This is an optimization exercise on Yosys and OpenROAD, whose aim is small area and a short achievable clock period, not a production implementation. At most, simulation tests tie the RTL to the original design; equivalence was not proved. Power is estimated from default activity; no workload was simulated.

==> run Z: inputs <==
==> flow/design.v (excerpt) <==
module bbox_top (
    input  logic         clk,
    input  logic         reset,
    input  logic [143:0] triangle,
    input  logic         tri_valid,
    input  logic [47:0]  screen,
    input  logic [3:0]   msaa,
    input  logic         halt,
    output logic         out_valid,
    output logic [143:0] out_triangle,
    output logic [95:0]  out_box
);
    logic [143:0] tri_s0, tri_s1, tri_s2;
    logic         v0, v1, v2;
    logic [2:0]   grid;
    always_comb begin
        case (msaa)
            4'b0100: grid = 3'b100;
            4'b0010: grid = 3'b110;
            4'b0001: grid = 3'b111;
            default: grid = 3'b000;
        endcase
    end
    bbox_pipe #(.W(144)) u_pipe (
        .clk      (clk),
        .reset    (reset),
        .halt     (halt),
        .in_data  (triangle),
        .in_valid (tri_valid),
        .d0       (tri_s0),
        .d1       (tri_s1),
  ...
==> flow/config.mk <==
export PLATFORM = sky130hd
export DESIGN_NAME = bbox_top
export DESIGN_NICKNAME = bbox_top
export VERILOG_FILES = /design/flow/design.v
export SDC_FILE = /design/flow/constraint.sdc
export NUM_CORES = 4
export LEC_CHECK = 0
export ABC_AREA = 1
export CAP_MARGIN = 20
export CORE_MARGIN = 2
export CORE_UTILIZATION = 70
export CTS_CLUSTER_DIAMETER = 100
export CTS_CLUSTER_SIZE = 24
export SETUP_SLACK_MARGIN = 3.7
export SLEW_MARGIN = 20
==> flow/constraint.sdc <==
create_clock -name core_clock -period 6.0 [get_ports {clk}]
set_input_delay 1.2000 -clock core_clock [delete_from_list [all_inputs] [get_ports {clk}]]
set_output_delay 1.2000 -clock core_clock [all_outputs]
set_load 0.01 [all_outputs]
standard.sh (not shown) runs the stock make flow with config.mk's settings and CLKGATE_MAP_FILE= SYNTH_SCRIPT=/design/flow/synth_recipe.tcl, a recipe that flattens the netlist after the stock synthesis.
==> flow/flow/run.sh <==
#!/bin/bash
set -o pipefail
HERE=$(pwd)
bash standard.sh DONT_BUFFER_PORTS=1 PRE_GLOBAL_PLACE_TCL=$HERE/flow/ports.tcl finish > standard.log 2>&1
==> flow/flow/ports.tcl <==
# Every input and output port gets a buffer, as buffer_ports does in the
# standard flow, with the cell chosen per direction.
puts "Perform port buffering (flow/ports.tcl)..."
buffer_ports -inputs -buffer_cell sky130_fd_sc_hd__buf_1
buffer_ports -outputs -buffer_cell sky130_fd_sc_hd__buf_2
==> run R (differences from run Z) <==
==> flow/flow/run.sh (replaced) <==
#!/bin/bash
set -o pipefail
export BUFFER_PORTS_ARGS="-buffer_cell sky130_fd_sc_hd__buf_2"
bash standard.sh > standard.log 2>&1
==> flow/config.mk (replaced) <==
export PLATFORM = sky130hd
export DESIGN_NAME = bbox_top
export DESIGN_NICKNAME = bbox_top
export VERILOG_FILES = /design/flow/design.v
export SDC_FILE = /design/flow/constraint.sdc
export NUM_CORES = 4
export LEC_CHECK = 0
export CAP_MARGIN = 20
export CORE_MARGIN = 2
export CORE_UTILIZATION = 40
export SETUP_SLACK_MARGIN = 3.7
export SLEW_MARGIN = 20
removed: flow/flow/ports.tcl
==> results.txt <==
Run Z completed without violations. Run R produced a clean layout.
Of run Z and run R, run R has the higher clock power (gap about 50%, measured against run R).
Final area: run R is larger than run Z (16%).
Against run R, the area after synthesis of run Z is higher by about 3%.
Against run Z, the count of clock-buffer cells in the layout of run R is higher by 38.
In sequential power, run Z and run R hardly differ.
Of run R and run Z, run R has the higher routed wire length (gap 13%, measured against run Z).
Against run Z, the setup slack of run R is lower by 0.97 ns.
Sequential share of layout area: run R is lower than run Z (9.1 points).
Between run R and run Z, the lower die area is in run Z (gap 68%, measured against run Z).
==> figures <==
item	run R	run Z
Depth of the worst register-to-register path	10	5
Seq pwr share	0.502	0.641
P_clk	3.52 mW	1.81 mW
Seq group	4.59 mW	4.62 mW
Storage cell area	15740 sq um	15740 sq um
Number of global-route vias before repair	14340	13900
Source of the worst register-to-register timing path	u_pipe.d0[120]	ord_y[2]
Slack of the critical path	2.712 ns	3.686 ns
Complex-gate fraction of the synthesized area	0.1226	0.1219
Starting density of the core	0.4041	0.7109
FMAX	304.1 MHz	432.1 MHz
Mean Syn Cell Area	14.76 sq um	11.54 sq um
Number of DRC markers in iteration 0	1589	1770
Result of the run	complete, no violations	complete, no violations
Area fraction in and, or, nand and nor cells after synthesis	0.05386	0.1134
Gate Count Post-Synth	1473	1944
Inserted tap cell count	696	402
Launch instance of the worst min-delay path	u_pipe.d1[0]	u_pipe.d1[6]
Final core utilization	0.5094	0.7494
Net switching share of the total power	0.2478	0.2565
Function was not checked in any run of this note: the RTL went through the layout flow alone.

========
==> build 63 <==
==> flow/design.v <==
module bbox_extent (
    input  logic [143:0] triangle,
    input  logic [47:0]  screen,
    input  logic [2:0]   grid,
    output logic [2:0]   ord_x,
    output logic [2:0]   ord_y,
    output logic         uclip_x,
    output logic         uclip_y,
    output logic         on_screen
);
    localparam integer SIGFIG = 24;
    localparam integer RADIX  = 10;
    function automatic logic gt_u(input logic [SIGFIG-1:0] a,
                                  input logic [SIGFIG-1:0] b);
        logic [31:0] g, l;
        g = {8'b0, a & ~b};
        l = {8'b0, ~a & b};
        for (int s = 1; s < 32; s = s * 2) begin
            for (int i = 0; i < 32; i = i + 2 * s) begin
                g[i] = g[i+s] | (~l[i+s] & g[i]);
                l[i] = l[i+s] | (~g[i+s] & l[i]);
            end
        end
        gt_u = g[0];
    endfunction
    function automatic logic gt_s(input logic [SIGFIG-1:0] a,
                                  input logic [SIGFIG-1:0] b);
        gt_s = gt_u({~a[SIGFIG-1], a[SIGFIG-2:0]}, {~b[SIGFIG-1], b[SIGFIG-2:0]});
    endfunction
    function automatic logic [SIGFIG-1:0] floor_g(input logic [SIGFIG-1:0] v,
                                                  input logic [2:0] g);
        floor_g = {v[SIGFIG-1:RADIX], v[RADIX-1:RADIX-3] & g, {(RADIX-3){1'b0}}};
    endfunction
    function automatic logic [5:0] axis(input logic [SIGFIG-1:0] a,
                                        input logic [SIGFIG-1:0] b,
                                        input logic [SIGFIG-1:0] c,
                                        input logic [SIGFIG-1:0] s,
                                        input logic [2:0] g);
        logic [SIGFIG-1:0] fa, fb, fc;
        logic gt_a, gt_b, gt_c;
        fa = floor_g(a, g);
        fb = floor_g(b, g);
        fc = floor_g(c, g);
        axis[0] = !gt_s(fa, fb);
        axis[1] = !gt_s(fa, fc);
        axis[2] = !gt_s(fb, fc);
        gt_a = gt_s(fa, s);
        gt_b = gt_s(fb, s);
        gt_c = gt_s(fc, s);
        axis[3] = gt_a | gt_b | gt_c;
        axis[4] = !(a[SIGFIG-1] & b[SIGFIG-1] & c[SIGFIG-1]);
        axis[5] = !(gt_a & gt_b & gt_c);
    endfunction
    logic [5:0] ax, ay;
    assign ax = axis(triangle[143:120], triangle[95:72], triangle[47:24], screen[47:24], grid);
    assign ay = axis(triangle[119:96],  triangle[71:48], triangle[23:0],  screen[23:0],  grid);
    assign ord_x     = ax[2:0];
    assign uclip_x   = ax[3];
    assign ord_y     = ay[2:0];
    assign uclip_y   = ay[3];
    assign on_screen = ax[4] & ax[5] & ay[4] & ay[5];
endmodule
module bbox_snap_clip (
    input  logic [143:0] triangle,
    input  logic [47:0]  screen,
    input  logic [2:0]   grid,
    input  logic [2:0]   ord_x,
    input  logic [2:0]   ord_y,
    input  logic         uclip_x,
    input  logic         uclip_y,
    output logic [95:0]  box
);
    localparam integer SIGFIG = 24;
    localparam integer RADIX  = 10;
    function automatic logic [SIGFIG-1:0] pick(input logic [2:0] sel,
                                               input logic [SIGFIG-1:0] a,
                                               input logic [SIGFIG-1:0] b,
                                               input logic [SIGFIG-1:0] c);
        pick = ({SIGFIG{sel[0]}} & a)
             | ({SIGFIG{sel[1]}} & b)
             | ({SIGFIG{sel[2]}} & c);
    endfunction
    function automatic logic [SIGFIG-1:0] floor_g(input logic [SIGFIG-1:0] v,
                                                  input logic [2:0] g);
        floor_g = {v[SIGFIG-1:RADIX], v[RADIX-1:RADIX-3] & g, {(RADIX-3){1'b0}}};
    endfunction
    function automatic logic [2:0] min_sel(input logic [2:0] o,
                                           input logic neg);
        min_sel[0] = !neg &  o[0] &  o[1];
        min_sel[1] = !neg & !o[0] &  o[2];
        min_sel[2] = !neg & !o[1] & !o[2];
    endfunction
    function automatic logic [2:0] max_sel(input logic [2:0] o);
        max_sel[0] = !o[0] & !o[1];
        max_sel[1] =  o[0] & !o[2];
        max_sel[2] =  o[1] &  o[2];
    endfunction
    logic [SIGFIG-1:0] lx, ly, ux, uy;
    logic              neg_x, neg_y;
    assign neg_x = triangle[143] | triangle[95] | triangle[47];
    assign neg_y = triangle[119] | triangle[71] | triangle[23];
    assign lx = floor_g(pick(min_sel(ord_x, neg_x), triangle[143:120], triangle[95:72], triangle[47:24]), grid);
    assign ly = floor_g(pick(min_sel(ord_y, neg_y), triangle[119:96],  triangle[71:48], triangle[23:0]),  grid);
    assign ux = floor_g(pick(max_sel(ord_x), triangle[143:120], triangle[95:72], triangle[47:24]), grid);
    assign uy = floor_g(pick(max_sel(ord_y), triangle[119:96],  triangle[71:48], triangle[23:0]),  grid);
    assign box[95:72] = {1'b0, lx[SIGFIG-2:0]};
    assign box[71:48] = {1'b0, ly[SIGFIG-2:0]};
    assign box[47:24] = uclip_x ? screen[47:24] : ux;
    assign box[23:0]  = uclip_y ? screen[23:0]  : uy;
endmodule
module bbox_pipe #(
    parameter integer W = 144
) (
    input  logic         clk,
    input  logic         reset,
    input  logic         halt,
    input  logic [W-1:0] in_data,
    input  logic         in_valid,
    output logic [W-1:0] d0,
    output logic [W-1:0] d1,
    output logic [W-1:0] d2,
    output logic         v0
);
    always_ff @(posedge clk) begin
        if (!halt) begin
            d0 <= in_data;
            d1 <= d0;
            d2 <= d1;
        end
    end
    always_ff @(posedge clk) begin
        if (reset) begin
            v0 <= 1'b0;
        end else if (!halt) begin
            v0 <= in_valid;
        end
    end
endmodule
module bbox_top (
    input  logic         clk,
    input  logic         reset,
    input  logic [143:0] triangle,
    input  logic         tri_valid,
    input  logic [47:0]  screen,
    input  logic [3:0]   msaa,
    input  logic         halt,
    output logic         out_valid,
    output logic [143:0] out_triangle,
    output logic [95:0]  out_box
);
    logic [143:0] tri_s0, tri_s1, tri_s2;
    logic         v0, v1, v2;
    logic [2:0]   grid_in;
    logic [2:0]   grid;
    always_comb begin
        case (msaa)
            4'b0100: grid_in = 3'b100;
            4'b0010: grid_in = 3'b110;
            4'b0001: grid_in = 3'b111;
            default: grid_in = 3'b000;
        endcase
    end
    always_ff @(posedge clk) begin
        grid <= grid_in;
    end
    bbox_pipe #(.W(144)) u_pipe (
        .clk      (clk),
        .reset    (reset),
        .halt     (halt),
        .in_data  (triangle),
        .in_valid (tri_valid),
        .d0       (tri_s0),
        .d1       (tri_s1),
        .d2       (tri_s2),
        .v0       (v0)
    );
    logic [2:0] ord_x_c, ord_y_c;
    logic       uclip_x_c, uclip_y_c, on_screen_c;
    bbox_extent u_extent (
        .triangle  (tri_s0),
        .screen    (screen),
        .grid      (grid),
        .ord_x     (ord_x_c),
        .ord_y     (ord_y_c),
        .uclip_x   (uclip_x_c),
        .uclip_y   (uclip_y_c),
        .on_screen (on_screen_c)
    );
    logic [2:0] ord_x, ord_y;
    logic       uclip_x, uclip_y;
    always_ff @(posedge clk) begin
        if (!halt) begin
            ord_x   <= ord_x_c;
            ord_y   <= ord_y_c;
            uclip_x <= uclip_x_c;
            uclip_y <= uclip_y_c;
        end
    end
    logic [95:0] box_c;
    logic [95:0] box;
    bbox_snap_clip u_snap_clip (
        .triangle (tri_s1),
        .screen   (screen),
        .grid     (grid),
        .ord_x    (ord_x),
        .ord_y    (ord_y),
        .uclip_x  (uclip_x),
        .uclip_y  (uclip_y),
        .box      (box_c)
    );
    always_ff @(posedge clk) begin
        if (!halt) begin
            box <= box_c;
        end
    end
    always_ff @(posedge clk) begin
        if (reset) begin
            v1 <= 1'b0;
            v2 <= 1'b0;
        end else if (!halt) begin
            v1 <= v0 & on_screen_c;
            v2 <= v1;
        end
    end
    assign out_valid    = v2;
    assign out_triangle = tri_s2;
    assign out_box      = box;
endmodule
==> flow/flow/run.sh <==
#!/bin/bash
set -o pipefail
HERE=$(pwd)
bash standard.sh "BUFFER_PORTS_ARGS=-buffer_cell sky130_fd_sc_hd__buf_1" \
    POST_GLOBAL_PLACE_TCL=$HERE/flow/outbuf.tcl finish > standard.log 2>&1
==> flow/flow/outbuf.tcl <==
# Output port buffers: buf_1 -> buf_2
set block [ord::get_db_block]
set buf2 [[ord::get_db] findMaster sky130_fd_sc_hd__buf_2]
set n 0
foreach bt [$block getBTerms] {
  if { [$bt getIoType] != "OUTPUT" } { continue }
  set net [$bt getNet]
  if { $net == "NULL" } { continue }
  foreach it [$net getITerms] {
    set inst [$it getInst]
    if { [$it isOutputSignal] && [[$inst getMaster] getName] == "sky130_fd_sc_hd__buf_1" } {
      $inst swapMaster $buf2
      incr n
    }
  }
}
puts "outbuf.tcl: $n output port buffers made buf_2"
estimate_parasitics -placement
==> flow/standard.sh <==
#!/bin/bash
# synth_recipe.tcl (not shown) runs the flow's synth.tcl, then flattens the netlist and writes it again
# the make line also repeats each setting of config.mk as NAME=value (left out here)
make -C /OpenROAD-flow-scripts/flow DESIGN_CONFIG=/design/flow/config.mk WORK_HOME=/design/flow/orfs CLKGATE_MAP_FILE= SYNTH_SCRIPT=/design/flow/synth_recipe.tcl "${@:-finish}"
==> flow/config.mk <==
export PLATFORM = sky130hd
export DESIGN_NAME = bbox_top
export DESIGN_NICKNAME = bbox_top
export VERILOG_FILES = /design/flow/design.v
export SDC_FILE = /design/flow/constraint.sdc
export NUM_CORES = 4
export LEC_CHECK = 0
export ABC_AREA = 1
export CAP_MARGIN = 20
export CORE_MARGIN = 2
export CORE_UTILIZATION = 60
export CTS_CLUSTER_DIAMETER = 100
export CTS_CLUSTER_SIZE = 24
export SETUP_SLACK_MARGIN = 3.7
export SLEW_MARGIN = 20
==> flow/constraint.sdc <==
create_clock -name core_clock -period 6.0 [get_ports {clk}]
set_input_delay 1.2000 -clock core_clock [delete_from_list [all_inputs] [get_ports {clk}]]
set_output_delay 1.2000 -clock core_clock [all_outputs]
set_load 0.01 [all_outputs]
==> trial 11 (differences from build 63) <==
==> flow/design.v, changed modules only <==
module bbox_extent (
    input  logic [143:0] triangle,
    input  logic [47:0]  screen,
    input  logic [2:0]   grid,
    output logic [3:0]   ord_x,
    output logic [3:0]   ord_y,
    output logic         uclip_x,
    output logic         uclip_y,
    output logic         on_screen
);
    localparam integer SIGFIG = 24;
    localparam integer RADIX  = 10;
    function automatic logic gt_u(input logic [SIGFIG-1:0] a,
                                  input logic [SIGFIG-1:0] b);
        logic [31:0] g, l;
        g = {8'b0, a & ~b};
        l = {8'b0, ~a & b};
        for (int s = 1; s < 32; s = s * 2) begin
            for (int i = 0; i < 32; i = i + 2 * s) begin
                g[i] = g[i+s] | (~l[i+s] & g[i]);
                l[i] = l[i+s] | (~g[i+s] & l[i]);
            end
        end
        gt_u = g[0];
    endfunction
    function automatic logic gt_s(input logic [SIGFIG-1:0] a,
                                  input logic [SIGFIG-1:0] b);
        gt_s = gt_u({~a[SIGFIG-1], a[SIGFIG-2:0]}, {~b[SIGFIG-1], b[SIGFIG-2:0]});
    endfunction
    function automatic logic [SIGFIG-1:0] floor_g(input logic [SIGFIG-1:0] v,
                                                  input logic [2:0] g);
        floor_g = {v[SIGFIG-1:RADIX], v[RADIX-1:RADIX-3] & g, {(RADIX-3){1'b0}}};
    endfunction
    function automatic logic [6:0] axis(input logic [SIGFIG-1:0] a,
                                        input logic [SIGFIG-1:0] b,
                                        input logic [SIGFIG-1:0] c,
                                        input logic [SIGFIG-1:0] s,
                                        input logic [2:0] g);
        logic gt_a, gt_b, gt_c;
        axis[0] = !gt_s(a, b);
        axis[1] = !gt_s(a, c);
        axis[2] = !gt_s(b, c);
        axis[3] = a[SIGFIG-1] | b[SIGFIG-1] | c[SIGFIG-1];
        gt_a = gt_s(floor_g(a, g), s);
        gt_b = gt_s(floor_g(b, g), s);
        gt_c = gt_s(floor_g(c, g), s);
        axis[4] = gt_a | gt_b | gt_c;
        axis[5] = !(a[SIGFIG-1] & b[SIGFIG-1] & c[SIGFIG-1]);
        axis[6] = !(gt_a & gt_b & gt_c);
    endfunction
    logic [6:0] ax, ay;
    assign ax = axis(triangle[143:120], triangle[95:72], triangle[47:24], screen[47:24], grid);
    assign ay = axis(triangle[119:96],  triangle[71:48], triangle[23:0],  screen[23:0],  grid);
    assign ord_x     = ax[3:0];
    assign uclip_x   = ax[4];
    assign ord_y     = ay[3:0];
    assign uclip_y   = ay[4];
    assign on_screen = ax[5] & ax[6] & ay[5] & ay[6];
endmodule
module bbox_snap_clip (
    input  logic [143:0] triangle,
    input  logic [47:0]  screen,
    input  logic [2:0]   grid,
    input  logic [3:0]   ord_x,
    input  logic [3:0]   ord_y,
    input  logic         uclip_x,
    input  logic         uclip_y,
    output logic [95:0]  box
);
    localparam integer SIGFIG = 24;
    localparam integer RADIX  = 10;
    function automatic logic [SIGFIG-1:0] pick(input logic [2:0] sel,
                                               input logic [SIGFIG-1:0] a,
                                               input logic [SIGFIG-1:0] b,
                                               input logic [SIGFIG-1:0] c);
        pick = ({SIGFIG{sel[0]}} & a)
             | ({SIGFIG{sel[1]}} & b)
             | ({SIGFIG{sel[2]}} & c);
    endfunction
    function automatic logic [SIGFIG-1:0] floor_g(input logic [SIGFIG-1:0] v,
                                                  input logic [2:0] g);
        floor_g = {v[SIGFIG-1:RADIX], v[RADIX-1:RADIX-3] & g, {(RADIX-3){1'b0}}};
    endfunction
    function automatic logic [2:0] min_sel(input logic [3:0] o);
        min_sel[0] = !o[3] &  o[0] &  o[1];
        min_sel[1] = !o[3] & !o[0] &  o[2];
        min_sel[2] = !o[3] & !o[1] & !o[2];
    endfunction
    function automatic logic [2:0] max_sel(input logic [3:0] o);
        max_sel[0] = !o[0] & !o[1];
        max_sel[1] =  o[0] & !o[2];
        max_sel[2] =  o[1] &  o[2];
    endfunction
    logic [SIGFIG-1:0] lx, ly, ux, uy;
    assign lx = floor_g(pick(min_sel(ord_x), triangle[143:120], triangle[95:72], triangle[47:24]), grid);
    assign ly = floor_g(pick(min_sel(ord_y), triangle[119:96],  triangle[71:48], triangle[23:0]),  grid);
    assign ux = floor_g(pick(max_sel(ord_x), triangle[143:120], triangle[95:72], triangle[47:24]), grid);
    assign uy = floor_g(pick(max_sel(ord_y), triangle[119:96],  triangle[71:48], triangle[23:0]),  grid);
    assign box[95:72] = {1'b0, lx[SIGFIG-2:0]};
    assign box[71:48] = {1'b0, ly[SIGFIG-2:0]};
    assign box[47:24] = uclip_x ? screen[47:24] : ux;
    assign box[23:0]  = uclip_y ? screen[23:0]  : uy;
endmodule
module bbox_top (
    input  logic         clk,
    input  logic         reset,
    input  logic [143:0] triangle,
    input  logic         tri_valid,
    input  logic [47:0]  screen,
    input  logic [3:0]   msaa,
    input  logic         halt,
    output logic         out_valid,
    output logic [143:0] out_triangle,
    output logic [95:0]  out_box
);
    logic [143:0] tri_s0, tri_s1, tri_s2;
    logic         v0, v1, v2;
    logic [47:0]  scr;
    logic [2:0]   grid;
    logic [2:0]   grid_in;
    always_comb begin
        case (msaa)
            4'b0100: grid_in = 3'b100;
            4'b0010: grid_in = 3'b110;
            4'b0001: grid_in = 3'b111;
            default: grid_in = 3'b000;
        endcase
    end
    always_ff @(posedge clk) begin
        scr  <= screen;
        grid <= grid_in;
    end
    bbox_pipe #(.W(144)) u_pipe (
        .clk      (clk),
        .reset    (reset),
        .halt     (halt),
        .in_data  (triangle),
        .in_valid (tri_valid),
        .d0       (tri_s0),
        .d1       (tri_s1),
        .d2       (tri_s2),
        .v0       (v0)
    );
    logic [3:0] ord_x_c, ord_y_c;
    logic       uclip_x_c, uclip_y_c, on_screen_c;
    bbox_extent u_extent (
        .triangle  (tri_s0),
        .screen    (scr),
        .grid      (grid),
        .ord_x     (ord_x_c),
        .ord_y     (ord_y_c),
        .uclip_x   (uclip_x_c),
        .uclip_y   (uclip_y_c),
        .on_screen (on_screen_c)
    );
    logic [3:0] ord_x, ord_y;
    logic       uclip_x, uclip_y;
    always_ff @(posedge clk) begin
        if (!halt) begin
            ord_x   <= ord_x_c;
            ord_y   <= ord_y_c;
            uclip_x <= uclip_x_c;
            uclip_y <= uclip_y_c;
        end
    end
    logic [95:0] box_c;
    logic [95:0] box;
    bbox_snap_clip u_snap_clip (
        .triangle (tri_s1),
        .screen   (scr),
        .grid     (grid),
        .ord_x    (ord_x),
        .ord_y    (ord_y),
        .uclip_x  (uclip_x),
        .uclip_y  (uclip_y),
        .box      (box_c)
    );
    always_ff @(posedge clk) begin
        if (!halt) begin
            box <= box_c;
        end
    end
    always_ff @(posedge clk) begin
        if (reset) begin
            v1 <= 1'b0;
            v2 <= 1'b0;
        end else if (!halt) begin
            v1 <= v0 & on_screen_c;
            v2 <= v1;
        end
    end
    assign out_valid    = v2;
    assign out_triangle = tri_s2;
    assign out_box      = box;
endmodule
==> flow/flow/run.sh (replaced) <==
#!/bin/bash
set -o pipefail
export BUFFER_PORTS_ARGS="-buffer_cell sky130_fd_sc_hd__buf_2"
bash standard.sh > standard.log 2>&1
==> flow/config.mk (replaced) <==
export PLATFORM = sky130hd
export DESIGN_NAME = bbox_top
export DESIGN_NICKNAME = bbox_top
export VERILOG_FILES = /design/flow/design.v
export SDC_FILE = /design/flow/constraint.sdc
export NUM_CORES = 4
export LEC_CHECK = 0
export CAP_MARGIN = 20
export CORE_MARGIN = 2
export CORE_UTILIZATION = 40
export SETUP_SLACK_MARGIN = 3.7
export SLEW_MARGIN = 20
removed: flow/flow/outbuf.tcl
==> trial 60 (differences from build 63) <==
==> flow/design.v, changed modules only <==
module bbox_extent (
    input  logic [143:0] triangle,
    input  logic [47:0]  screen,
    input  logic [2:0]   grid,
    output logic [3:0]   ord_x,
    output logic [3:0]   ord_y,
    output logic         uclip_x,
    output logic         uclip_y,
    output logic         on_screen
);
    localparam integer SIGFIG = 24;
    localparam integer RADIX  = 10;
    function automatic logic gt_u(input logic [SIGFIG-1:0] a,
                                  input logic [SIGFIG-1:0] b);
        logic [31:0] g, l;
        g = {8'b0, a & ~b};
        l = {8'b0, ~a & b};
        for (int s = 1; s < 32; s = s * 2) begin
            for (int i = 0; i < 32; i = i + 2 * s) begin
                g[i] = g[i+s] | (~l[i+s] & g[i]);
                l[i] = l[i+s] | (~g[i+s] & l[i]);
            end
        end
        gt_u = g[0];
    endfunction
    function automatic logic gt_s(input logic [SIGFIG-1:0] a,
                                  input logic [SIGFIG-1:0] b);
        gt_s = gt_u({~a[SIGFIG-1], a[SIGFIG-2:0]}, {~b[SIGFIG-1], b[SIGFIG-2:0]});
    endfunction
    function automatic logic [SIGFIG-1:0] floor_g(input logic [SIGFIG-1:0] v,
                                                  input logic [2:0] g);
        floor_g = {v[SIGFIG-1:RADIX], v[RADIX-1:RADIX-3] & g, {(RADIX-3){1'b0}}};
    endfunction
    function automatic logic [6:0] axis(input logic [SIGFIG-1:0] a,
                                        input logic [SIGFIG-1:0] b,
                                        input logic [SIGFIG-1:0] c,
                                        input logic [SIGFIG-1:0] s,
                                        input logic [2:0] g);
        logic [SIGFIG-1:0] fa, fb, fc;
        logic gt_a, gt_b, gt_c;
        fa = floor_g(a, g);
        fb = floor_g(b, g);
        fc = floor_g(c, g);
        axis[0] = !gt_s(fa, fb);
        axis[1] = !gt_s(fa, fc);
        axis[2] = !gt_s(fb, fc);
        axis[3] = a[SIGFIG-1] | b[SIGFIG-1] | c[SIGFIG-1];
        gt_a = gt_s(fa, s);
        gt_b = gt_s(fb, s);
        gt_c = gt_s(fc, s);
        axis[4] = gt_a | gt_b | gt_c;
        axis[5] = !(a[SIGFIG-1] & b[SIGFIG-1] & c[SIGFIG-1]);
        axis[6] = !(gt_a & gt_b & gt_c);
    endfunction
    logic [6:0] ax, ay;
    assign ax = axis(triangle[143:120], triangle[95:72], triangle[47:24], screen[47:24], grid);
    assign ay = axis(triangle[119:96],  triangle[71:48], triangle[23:0],  screen[23:0],  grid);
    assign ord_x     = ax[3:0];
    assign uclip_x   = ax[4];
    assign ord_y     = ay[3:0];
    assign uclip_y   = ay[4];
    assign on_screen = ax[5] & ax[6] & ay[5] & ay[6];
endmodule
module bbox_snap_clip (
    input  logic [143:0] triangle,
    input  logic [47:0]  screen,
    input  logic [2:0]   grid,
    input  logic [3:0]   ord_x,
    input  logic [3:0]   ord_y,
    input  logic         uclip_x,
    input  logic         uclip_y,
    output logic [95:0]  box
);
    localparam integer SIGFIG = 24;
    localparam integer RADIX  = 10;
    function automatic logic [SIGFIG-1:0] pick(input logic [2:0] sel,
                                               input logic [SIGFIG-1:0] a,
                                               input logic [SIGFIG-1:0] b,
                                               input logic [SIGFIG-1:0] c);
        pick = ({SIGFIG{sel[0]}} & a)
             | ({SIGFIG{sel[1]}} & b)
             | ({SIGFIG{sel[2]}} & c);
    endfunction
    function automatic logic [SIGFIG-1:0] floor_g(input logic [SIGFIG-1:0] v,
                                                  input logic [2:0] g);
        floor_g = {v[SIGFIG-1:RADIX], v[RADIX-1:RADIX-3] & g, {(RADIX-3){1'b0}}};
    endfunction
    function automatic logic [2:0] min_sel(input logic [3:0] o);
        min_sel[0] = !o[3] &  o[0] &  o[1];
        min_sel[1] = !o[3] & !o[0] &  o[2];
        min_sel[2] = !o[3] & !o[1] & !o[2];
    endfunction
    function automatic logic [2:0] max_sel(input logic [3:0] o);
        max_sel[0] = !o[0] & !o[1];
        max_sel[1] =  o[0] & !o[2];
        max_sel[2] =  o[1] &  o[2];
    endfunction
    logic [SIGFIG-1:0] lx, ly, ux, uy;
    assign lx = floor_g(pick(min_sel(ord_x), triangle[143:120], triangle[95:72], triangle[47:24]), grid);
    assign ly = floor_g(pick(min_sel(ord_y), triangle[119:96],  triangle[71:48], triangle[23:0]),  grid);
    assign ux = floor_g(pick(max_sel(ord_x), triangle[143:120], triangle[95:72], triangle[47:24]), grid);
    assign uy = floor_g(pick(max_sel(ord_y), triangle[119:96],  triangle[71:48], triangle[23:0]),  grid);
    assign box[95:72] = {1'b0, lx[SIGFIG-2:0]};
    assign box[71:48] = {1'b0, ly[SIGFIG-2:0]};
    assign box[47:24] = uclip_x ? screen[47:24] : ux;
    assign box[23:0]  = uclip_y ? screen[23:0]  : uy;
endmodule
module bbox_top (
    input  logic         clk,
    input  logic         reset,
    input  logic [143:0] triangle,
    input  logic         tri_valid,
    input  logic [47:0]  screen,
    input  logic [3:0]   msaa,
    input  logic         halt,
    output logic         out_valid,
    output logic [143:0] out_triangle,
    output logic [95:0]  out_box
);
    logic [143:0] tri_s0, tri_s1, tri_s2;
    logic         v0, v1, v2;
    logic [2:0]   grid_in;
    logic [2:0]   grid;
    always_comb begin
        case (msaa)
            4'b0100: grid_in = 3'b100;
            4'b0010: grid_in = 3'b110;
            4'b0001: grid_in = 3'b111;
            default: grid_in = 3'b000;
        endcase
    end
    always_ff @(posedge clk) begin
        grid <= grid_in;
    end
    bbox_pipe #(.W(144)) u_pipe (
        .clk      (clk),
        .reset    (reset),
        .halt     (halt),
        .in_data  (triangle),
        .in_valid (tri_valid),
        .d0       (tri_s0),
        .d1       (tri_s1),
        .d2       (tri_s2),
        .v0       (v0)
    );
    logic [3:0] ord_x_c, ord_y_c;
    logic       uclip_x_c, uclip_y_c, on_screen_c;
    bbox_extent u_extent (
        .triangle  (tri_s0),
        .screen    (screen),
        .grid      (grid),
        .ord_x     (ord_x_c),
        .ord_y     (ord_y_c),
        .uclip_x   (uclip_x_c),
        .uclip_y   (uclip_y_c),
        .on_screen (on_screen_c)
    );
    logic [3:0] ord_x, ord_y;
    logic       uclip_x, uclip_y;
    always_ff @(posedge clk) begin
        if (!halt) begin
            ord_x   <= ord_x_c;
            ord_y   <= ord_y_c;
            uclip_x <= uclip_x_c;
            uclip_y <= uclip_y_c;
        end
    end
    logic [95:0] box_c;
    logic [95:0] box;
    bbox_snap_clip u_snap_clip (
        .triangle (tri_s1),
        .screen   (screen),
        .grid     (grid),
        .ord_x    (ord_x),
        .ord_y    (ord_y),
        .uclip_x  (uclip_x),
        .uclip_y  (uclip_y),
        .box      (box_c)
    );
    always_ff @(posedge clk) begin
        if (!halt) begin
            box <= box_c;
        end
    end
    always_ff @(posedge clk) begin
        if (reset) begin
            v1 <= 1'b0;
            v2 <= 1'b0;
        end else if (!halt) begin
            v1 <= v0 & on_screen_c;
            v2 <= v1;
        end
    end
    assign out_valid    = v2;
    assign out_triangle = tri_s2;
    assign out_box      = box;
endmodule
==> flow/flow/run.sh (replaced) <==
#!/bin/bash
set -o pipefail
HERE=$(pwd)
rm -rf "$HERE/scripts"
cp -r "$FLOW_HOME/scripts" "$HERE/scripts"
cp "$HERE/flow/abc_area.script" "$HERE/scripts/abc_area.script"
bash standard.sh SCRIPTS_DIR=$HERE/scripts \
    "BUFFER_PORTS_ARGS=-buffer_cell sky130_fd_sc_hd__buf_1" \
    POST_GLOBAL_PLACE_TCL=$HERE/flow/outbuf.tcl finish > standard.log 2>&1
==> flow/flow/abc_area.script (new file) <==
strash
dch
map -a
topo
stime -c
upsize -c
dnsize -c
==> comparison <==
Sequential power: build 63 < trial 60 < trial 11.
Via count: trial 60 < trial 11 < build 63.
Of trial 11 and trial 60, trial 60 has the higher critical path depth (gap 3).
Global-route usage: trial 11 < build 63 < trial 60.
For build 63, only the layout was checked, not whether the RTL still works.

re-timing with driven ports:
The flow's constraints put no driver on any port. The routed layouts listed below were extracted and timed again, unchanged, in two steps.
Step 1 sets driving cells, clkbuf_16 on the clock port and buf_2 on the other inputs (assumed; they add their load-dependent delay and slew).
Step 2 moves the port delays by t, midway between the first and last clock arrival at a register: inputs arrive t later, outputs are due t later. That takes back most of the time a late clock gives input paths.
Slacks: no drivers / after step 1 / after step 2; pairs: no drivers / after step 1.
run | t (ns) | setup slack, ns | latest minus earliest clock arrival (ns) | slew at the worst register clock pin (ns)
run Z | 0.622 | 3.686 / 3.601 / 2.979 | 0.024 / 0.024 | 0.10 / 0.10
run R | 0.663 | 2.712 / 2.685 / 2.022 | 0.031 / 0.031 | 0.07 / 0.07
build 63 | 0.625 | 3.546 / 3.492 / 3.123 | 0.021 / 0.021 | 0.10 / 0.10
trial 11 | 0.665 | 3.333 / 3.333 / 3.260 | 0.023 / 0.023 | 0.06 / 0.06
trial 60 | 0.627 | 3.480 / 3.441 / 2.814 | 0.026 / 0.026 | 0.10 / 0.10
After both steps every run listed still meets setup and hold. For run Z, which loses most, drivers alone change the setup slack by -0.085 ns; drivers and shift together by -0.707 ns.
